Background: an optimization exercise with open tools, aiming at small area. Do not read the settings as production practice.
Function was checked by simulation only, so behaviour that the tests miss may differ from the original.
Power is estimated from default activity; no workload was simulated.

## flow/run.sh

```bash
#!/bin/bash
# synth_recipe.tcl (not shown) runs the flow's synth.tcl, then flattens the netlist and writes it again
# the make line also repeats each setting of config.mk as NAME=value (left out here)
make -C /OpenROAD-flow-scripts/flow DESIGN_CONFIG=/design/flow/config.mk WORK_HOME=/design/flow/orfs CLKGATE_MAP_FILE= SYNTH_SCRIPT=/design/flow/synth_recipe.tcl finish
```

## flow/config.mk

```make
export PLATFORM = sky130hd
export DESIGN_NAME = id_stage_scoreboard
export DESIGN_NICKNAME = id_stage_scoreboard
export VERILOG_FILES = /design/flow/design.v
export SDC_FILE = /design/flow/constraint.sdc
export NUM_CORES = 4
export LEC_CHECK = 0
export CAP_MARGIN = 20
export CORE_MARGIN = 2
export CORE_UTILIZATION = 40
export SLEW_MARGIN = 20
```

## flow/constraint.sdc

```tcl
create_clock -name core_clock -period 5.0 [get_ports {i_clk}]
set_input_delay 1.0000 -clock core_clock [delete_from_list [all_inputs] [get_ports {i_clk}]]
set_output_delay 1.0000 -clock core_clock [all_outputs]
set_load 0.01 [all_outputs]
```

## flow/design.v

```verilog
module id_stage_scoreboard #(
    parameter int LEN         = 32,
    parameter int NB_ADDR     = 5,
    parameter int NB_CTRL_EX  = 6,
    parameter int NB_CTRL_M   = 9,
    parameter int NB_CTRL_WB  = 2,
    parameter int MEMREAD_BIT = 1,
    parameter int LOAD_LAT    = 1,
    parameter int NB_CNT      = 16
) (
    input  logic                  i_clk,
    input  logic                  i_rst,
    input  logic                  i_valid,
    input  logic [LEN-1:0]        i_PC,
    input  logic [LEN-1:0]        i_instruction,
    input  logic [NB_CTRL_EX-1:0] i_ctrl_ex,
    input  logic [NB_CTRL_M-1:0]  i_ctrl_mem,
    input  logic [NB_CTRL_WB-1:0] i_ctrl_wb,
    input  logic                  i_uses_rs,
    input  logic                  i_uses_rt,
    input  logic [NB_ADDR-1:0]    i_dest_reg,
    input  logic                  i_flush,
    input  logic                  i_RegWrite,
    input  logic [NB_ADDR-1:0]    i_write_reg,
    input  logic [LEN-1:0]        i_write_data,
    output logic                  o_stall,
    output logic                  o_valid_ex,
    output logic [LEN-1:0]        o_PC,
    output logic [LEN-1:0]        o_read_data_1,
    output logic [LEN-1:0]        o_read_data_2,
    output logic [LEN-1:0]        o_imm_ext,
    output logic [NB_ADDR-1:0]    o_rs,
    output logic [NB_ADDR-1:0]    o_rt,
    output logic [NB_ADDR-1:0]    o_rd,
    output logic [NB_CTRL_EX-1:0] o_ctrl_ex_bus,
    output logic [NB_CTRL_M-1:0]  o_ctrl_mem_bus,
    output logic [NB_CTRL_WB-1:0] o_ctrl_wb_bus,
    output logic [NB_CNT-1:0]     o_stall_count
);
    localparam int NREG = 2 ** NB_ADDR;
    function automatic logic [NB_CNT-1:0] sat_inc(input logic [NB_CNT-1:0] cnt);
        sat_inc = (&cnt) ? cnt : cnt + 1'b1;
    endfunction
    function automatic logic signed [LEN-1:0] sign_ext16(input logic signed [15:0] v);
        sign_ext16 = {{(LEN-16){v[15]}}, v};
    endfunction
    logic [NB_ADDR-1:0]    rs_p0, rt_p0;
    logic signed [15:0]    imm_p0;
    logic signed [LEN-1:0] imm_ext_p0;
    logic [LEN-1:0]        rd1_p0, rd2_p0;
    logic                  ld_p0, issue_p0, rs_hit_p0, rt_hit_p0;
    logic                  unused_opcode;
    logic [LEN-1:0]        regs [NREG];
    logic [LOAD_LAT-1:0]   sb_v;
    logic [NB_ADDR-1:0]    sb_reg [LOAD_LAT];
    assign rs_p0         = NB_ADDR'(i_instruction[25:21]);
    assign rt_p0         = NB_ADDR'(i_instruction[20:16]);
    assign imm_p0        = i_instruction[15:0];
    assign imm_ext_p0    = sign_ext16(imm_p0);
    assign ld_p0         = i_ctrl_mem[MEMREAD_BIT];
    assign unused_opcode = ^i_instruction[31:26];
    always_comb begin
        rd1_p0 = '0;
        rd2_p0 = '0;
        if (rs_p0 != '0)
            rd1_p0 = (i_RegWrite && i_write_reg == rs_p0) ? i_write_data : regs[rs_p0];
        if (rt_p0 != '0)
            rd2_p0 = (i_RegWrite && i_write_reg == rt_p0) ? i_write_data : regs[rt_p0];
    end
    always_comb begin
        rs_hit_p0 = 1'b0;
        rt_hit_p0 = 1'b0;
        for (int k = 0; k < LOAD_LAT; k++) begin
            if (sb_v[k] && sb_reg[k] == rs_p0) rs_hit_p0 = 1'b1;
            if (sb_v[k] && sb_reg[k] == rt_p0) rt_hit_p0 = 1'b1;
        end
    end
    assign o_stall  = i_valid & ~i_flush &
                      ((i_uses_rs & (rs_p0 != '0) & rs_hit_p0) |
                       (i_uses_rt & (rt_p0 != '0) & rt_hit_p0));
    assign issue_p0 = i_valid & ~i_flush & ~o_stall;
    always_ff @(posedge i_clk or posedge i_rst) begin
        if (i_rst) begin
            for (int i = 0; i < NREG; i++) regs[i] <= '0;
        end else if (i_RegWrite && i_write_reg != '0) begin
            regs[i_write_reg] <= i_write_data;
        end
    end
    always_ff @(posedge i_clk or posedge i_rst) begin
        if (i_rst) begin
            sb_v <= '0;
            for (int k = 0; k < LOAD_LAT; k++) sb_reg[k] <= '0;
        end else begin
            for (int k = 1; k < LOAD_LAT; k++) begin
                sb_v[k]   <= sb_v[k-1];
                sb_reg[k] <= sb_reg[k-1];
            end
            if (issue_p0 && ld_p0 && i_dest_reg != '0) begin
                sb_v[0]   <= 1'b1;
                sb_reg[0] <= i_dest_reg;
            end else begin
                sb_v[0]   <= 1'b0;
                sb_reg[0] <= '0;
            end
        end
    end
    always_ff @(posedge i_clk or posedge i_rst) begin
        if (i_rst)        o_stall_count <= '0;
        else if (o_stall) o_stall_count <= sat_inc(o_stall_count);
    end
    logic                  vld_p1;
    logic [LEN-1:0]        pc_p1, rd1_p1, rd2_p1;
    logic signed [LEN-1:0] imm_p1;
    logic [NB_ADDR-1:0]    rs_p1, rt_p1, rd_p1;
    logic [NB_CTRL_EX-1:0] ctrl_ex_p1;
    logic [NB_CTRL_M-1:0]  ctrl_mem_p1;
    logic [NB_CTRL_WB-1:0] ctrl_wb_p1;
    always_ff @(posedge i_clk or posedge i_rst) begin
        if (i_rst) begin
            vld_p1      <= 1'b0;
            pc_p1       <= '0;
            rd1_p1      <= '0;
            rd2_p1      <= '0;
            imm_p1      <= '0;
            rs_p1       <= '0;
            rt_p1       <= '0;
            rd_p1       <= '0;
            ctrl_ex_p1  <= '0;
            ctrl_mem_p1 <= '0;
            ctrl_wb_p1  <= '0;
        end else if (issue_p0) begin
            vld_p1      <= 1'b1;
            pc_p1       <= i_PC;
            rd1_p1      <= rd1_p0;
            rd2_p1      <= rd2_p0;
            imm_p1      <= imm_ext_p0;
            rs_p1       <= rs_p0;
            rt_p1       <= rt_p0;
            rd_p1       <= i_dest_reg;
            ctrl_ex_p1  <= i_ctrl_ex;
            ctrl_mem_p1 <= i_ctrl_mem;
            ctrl_wb_p1  <= i_ctrl_wb;
        end else begin
            vld_p1      <= 1'b0;
            pc_p1       <= '0;
            rd1_p1      <= '0;
            rd2_p1      <= '0;
            imm_p1      <= '0;
            rs_p1       <= '0;
            rt_p1       <= '0;
            rd_p1       <= '0;
            ctrl_ex_p1  <= '0;
            ctrl_mem_p1 <= '0;
            ctrl_wb_p1  <= '0;
        end
    end
    assign o_valid_ex     = vld_p1;
    assign o_PC           = pc_p1;
    assign o_read_data_1  = rd1_p1;
    assign o_read_data_2  = rd2_p1;
    assign o_imm_ext      = imm_p1;
    assign o_rs           = rs_p1;
    assign o_rt           = rt_p1;
    assign o_rd           = rd_p1;
    assign o_ctrl_ex_bus  = ctrl_ex_p1;
    assign o_ctrl_mem_bus = ctrl_mem_p1;
    assign o_ctrl_wb_bus  = ctrl_wb_p1;
endmodule
```

==> run notes <==
-- path summary, 6_finish.rpt --
| path | slack (ns) | to | depth (start not counted) |
|---|---|---|---|
| min reg2reg | 0.50 | o_stall_count[5] | 1 |
| max in group asynchronous | 2.90 | regs[30][21] | 3 |
| max | 0.33 | o_stall | 8 |
| max reg2reg | 2.27 | rd2_p1[12] | 10 |
| min in group asynchronous | 0.73 | regs[18][1] | 2 |
| min | 0.50 | o_stall_count[5] | 1 |
-- metrics by stage --
stage          instances  total power, uW  utilization  hold slack [ns]
2_1_floorplan       4708            14600            -            0.483
3_3_place_gp        6786            16300        0.451            0.490
3_5_place_dp        6787            16400        0.451            0.500
4_1_cts             7027            26500        0.483            0.513
5_1_grt             7033            27400        0.483            0.532
6_report            7064            26800        0.484            0.505
-- cell families after synthesis --
kind of cell,Yosys count,share of synthesized area
and+or+nand+nor,959,0.0896
adders and majority gates,1,0.000221
AOI/OAI and AO/OA,983,0.134
buffers and inverters,465,0.0394
muxes,1106,0.219
DFF,1159,0.513
xor gates and xnor gates,35,0.00542
-- cells in the final DEF, fill, tap and decap left out, types with 14 or more instances in the layout --
cell,n
nor2_4,72
a32oi_1,27
buf_4,295
nand2_1,156
mux2_2,1011
clkbuf_1,26
a221oi_1,89
nor4_1,49
a21oi_1,52
clkbuf_16,139
nand2b_1,18
buf_2,25
xnor2_1,14
nor2_1,123
buf_12,58
nor2b_1,17
and2_1,88
clkinv_2,22
nand3_1,89
nor3_1,119
diode_2,34
and3_1,18
nand4_1,119
dfrtp_1,1159
a22oi_1,568
o21ai_0,27
xor2_1,21
mux2i_1,80
a211oi_1,18
clkdlybuf4s50_1,270
a22o_1,93
a222oi_1,18
clkbuf_8,24
-- power by group through the flow --
stage               Combinational (uW)  Clock (uW)  Sequential [uW]
floorplan                         2460           0            12100
global placement                  3660           0            12600
detailed placement                3750           0            12700
CTS                               3770       10200            12500
global route                      4040       10600            12700
finish                            3890       10200            12700
-- per-layer routing --
| metal | share of wire | vias up | global-route usage |
|---|---|---|---|
| met5 | 0.0010 | - | 0.00992 |
| met4 | 0.095 | 26 | 0.303 |
| met3 | 0.16 | 1888 | 0.199 |
| met2 | 0.39 | 5401 | 0.547 |
| met1 | 0.35 | 25800 | 0.504 |
| li1 | - | 18600 | - |
-- area by class of cell --
| type | count | area share |
|---|---|---|
| Antenna cell | 34 | 0.00125 |
| Clock buffer | 189 | 0.0573 |
| Timing Repair Buffer | 652 | 0.0924 |
| Clock inverter | 51 | 0.00852 |
| Sequential cell | 1159 | 0.425 |
| Multi-Input combinational cell | 3084 | 0.380 |
| Tap cell | 1890 | 0.0347 |
| Inverter | 5 | 0.000330 |
-- critical path, stage by stage --
cell and delay, ns:
buf_2 0.19, nor3_2 0.95, nand2_1 0.32, and4_1 0.29, o21a_1 0.20, nand3b_1 0.17, inv_1 0.07, clkdlybuf4s50_1 0.49
==> key figures <==
Run status
  – Outcome: complete, no violations

Place
  – Final Wtd Congestion: 1.05
  – HPWL after DPL: 191 mm
  – Pre-CTS setup slack: 0.540 ns
  – Dpl cell area: 0.0636 mm2
  – IO Port Bufs: 301

Synthesis
  – Count leader, synth: dfrtp_1
  – Most common library cells after synthesis: dfrtp_1, mux2_2, a22oi_1, buf_2, clkbuf_1
  – Top cell type's share of synthesized area: 0.513
  – Ys async rst share: 1.00
  – Netlist cell types: 76
  – Top post-synthesis cells by area: dfrtp_1, mux2_2, a22oi_1
  – Main flop type after synthesis: dfrtp_1
  – Syn Nets: 4839
  – Post-synthesis sequential area ratio: 0.513
  – Synthesized area: 0.0566 mm2
  – Post-Synthesis Cells: 4708
  – Synthesized area per cell: approximately 12 um2
  – Post-synth EDFFs: 0
  – Synth warn: 3
  – Synthesized flop and latch total: 1159
  – Post-synth top area cell: dfrtp_1

Pwr
  – Switching power: 7910 uW
  – VDD IR max: between 0.0002 and 0.0003 V
  – Internal power: about 19000 uW
  – Pleak: 0.0294 uW
  – Gate power share: 0.145
  – Seq pwr share: 0.473
  – Clk pwr share: 0.382
  – Switching part of the total: 0.296
  – PwrDens: 393 mW/mm2

GRT
  – Largest net degree at the start of global routing: 141
  – GRT Util Overall: 0.409
  – Initial antenna violation count: 31
  – GRT overflow: 0
  – First-pass GRT wire length: 412 mm
  – Number of global-route vias before repair: 48.8k

Min path
  – Hold_sp: o_stall_count[5]
  – Hold/Removal Path Class: register to register

Worst setup path
  – Critical path endpoint category: output port
  – Worst setup startpoint: i_instruction[19]
  – Startpoint Class: input port
  – Crit Path Class: input port to output port
  – Crit-path max FO: 6
  – WP data arrival: approximately 3.7 ns
  – Critical Path RT: 4.00 ns
  – Reg2reg start: sb_reg[0][4]

Clock network
  – CTS tree: done
  – Clock Tree Root: clkbuf_16
  – Htree depth: 4
  – CTS Buffer Depth: 3
  – Number of post-CTS setup repair buffers: 0
  – Post-CTS Resized: 0
  – Clock sink total: roughly 1.2k
  – Cts bufs inserted: 134
  – CTS hold repair buffers: 0
  – Clk Latency, worst-skew pair: 0.82 ns
  – Worst-path clk slew: 0.06 ns

Floorplanning
  – Die Width: ~380 um
  – Die height: 380 um
  – Initial Utilization: 0.402
  – Die area: 0.144 mm2
  – Placement row count: around 140
  – Ports: approximately 310
  – CORE AREA: 0.141 mm2

STA
  – Sum Neg Setup Slack: 0 ns
  – Worst slew pin tran: 1.31 ns
  – Max Freq: 214 MHz
  – Final period util: 0.934
  – Final Hold Viols: 0
  – Setup slack after layout: 0.330 ns
  – Clk_skew: 0.0328 ns
  – Crit path time final: 4.67 ns
  – Max Slew Vio Count: 0
  – Final setup fails: 0
  – Rel. slew slack: 0.122
  – RSZ-0062 raised after global routing: false

Drt
  – Vias per cell: 7.31
  – Post-route ant nets: 0
  – Drt wl/cell: 42.9 um
  – Via count: about 52k
  – DR DRC count: 0
  – Final WL: 303 mm
  – First-pass iteration count of the detailed router: 13
  – Drt initial violations: 10.4k

Layout
  – Proportion of layout cells with a drive suffix above 1: 0.337
  – Layout Area Growth over Synthesis: 20.5%
  – FILL cells: approximately 13k
  – Max reg flops: about 990
  – Layout Nets: 5167
  – Biggest register: regs
  – Sequential cell area: 0.0290 mm2
  – Multi-input logic area: 0.0259 mm2
  – Post-route cell area: 0.0682 mm2

Job
  – Max_cap viols: 0

[port drivers added, routing unchanged]
Ports are ideal in the flow. The routed layout listed here was re-timed in OpenROAD. Step 1 assumes that a clkbuf_16 drives the clock port and a buf_2 every other input. Step 2, shift: input delay + t, output delay - t, t = (earliest + latest rising clock arrival at the registers) / 2. This alone moves slack from input paths to output paths. a / b / c = ideal ports / drivers / drivers and shift; a / b = the first two.
shift t [ns]: 0.881
setup slack, ns: 0.330 / 0.294 / 0.294
hold WS [ns]: 0.505 / 0.505 / 0.505
pins driven straight from the clock port: 1
After both steps this run still meets setup and hold. For this run, drivers alone change the setup slack by -0.036 ns; drivers and shift together by -0.036 ns.
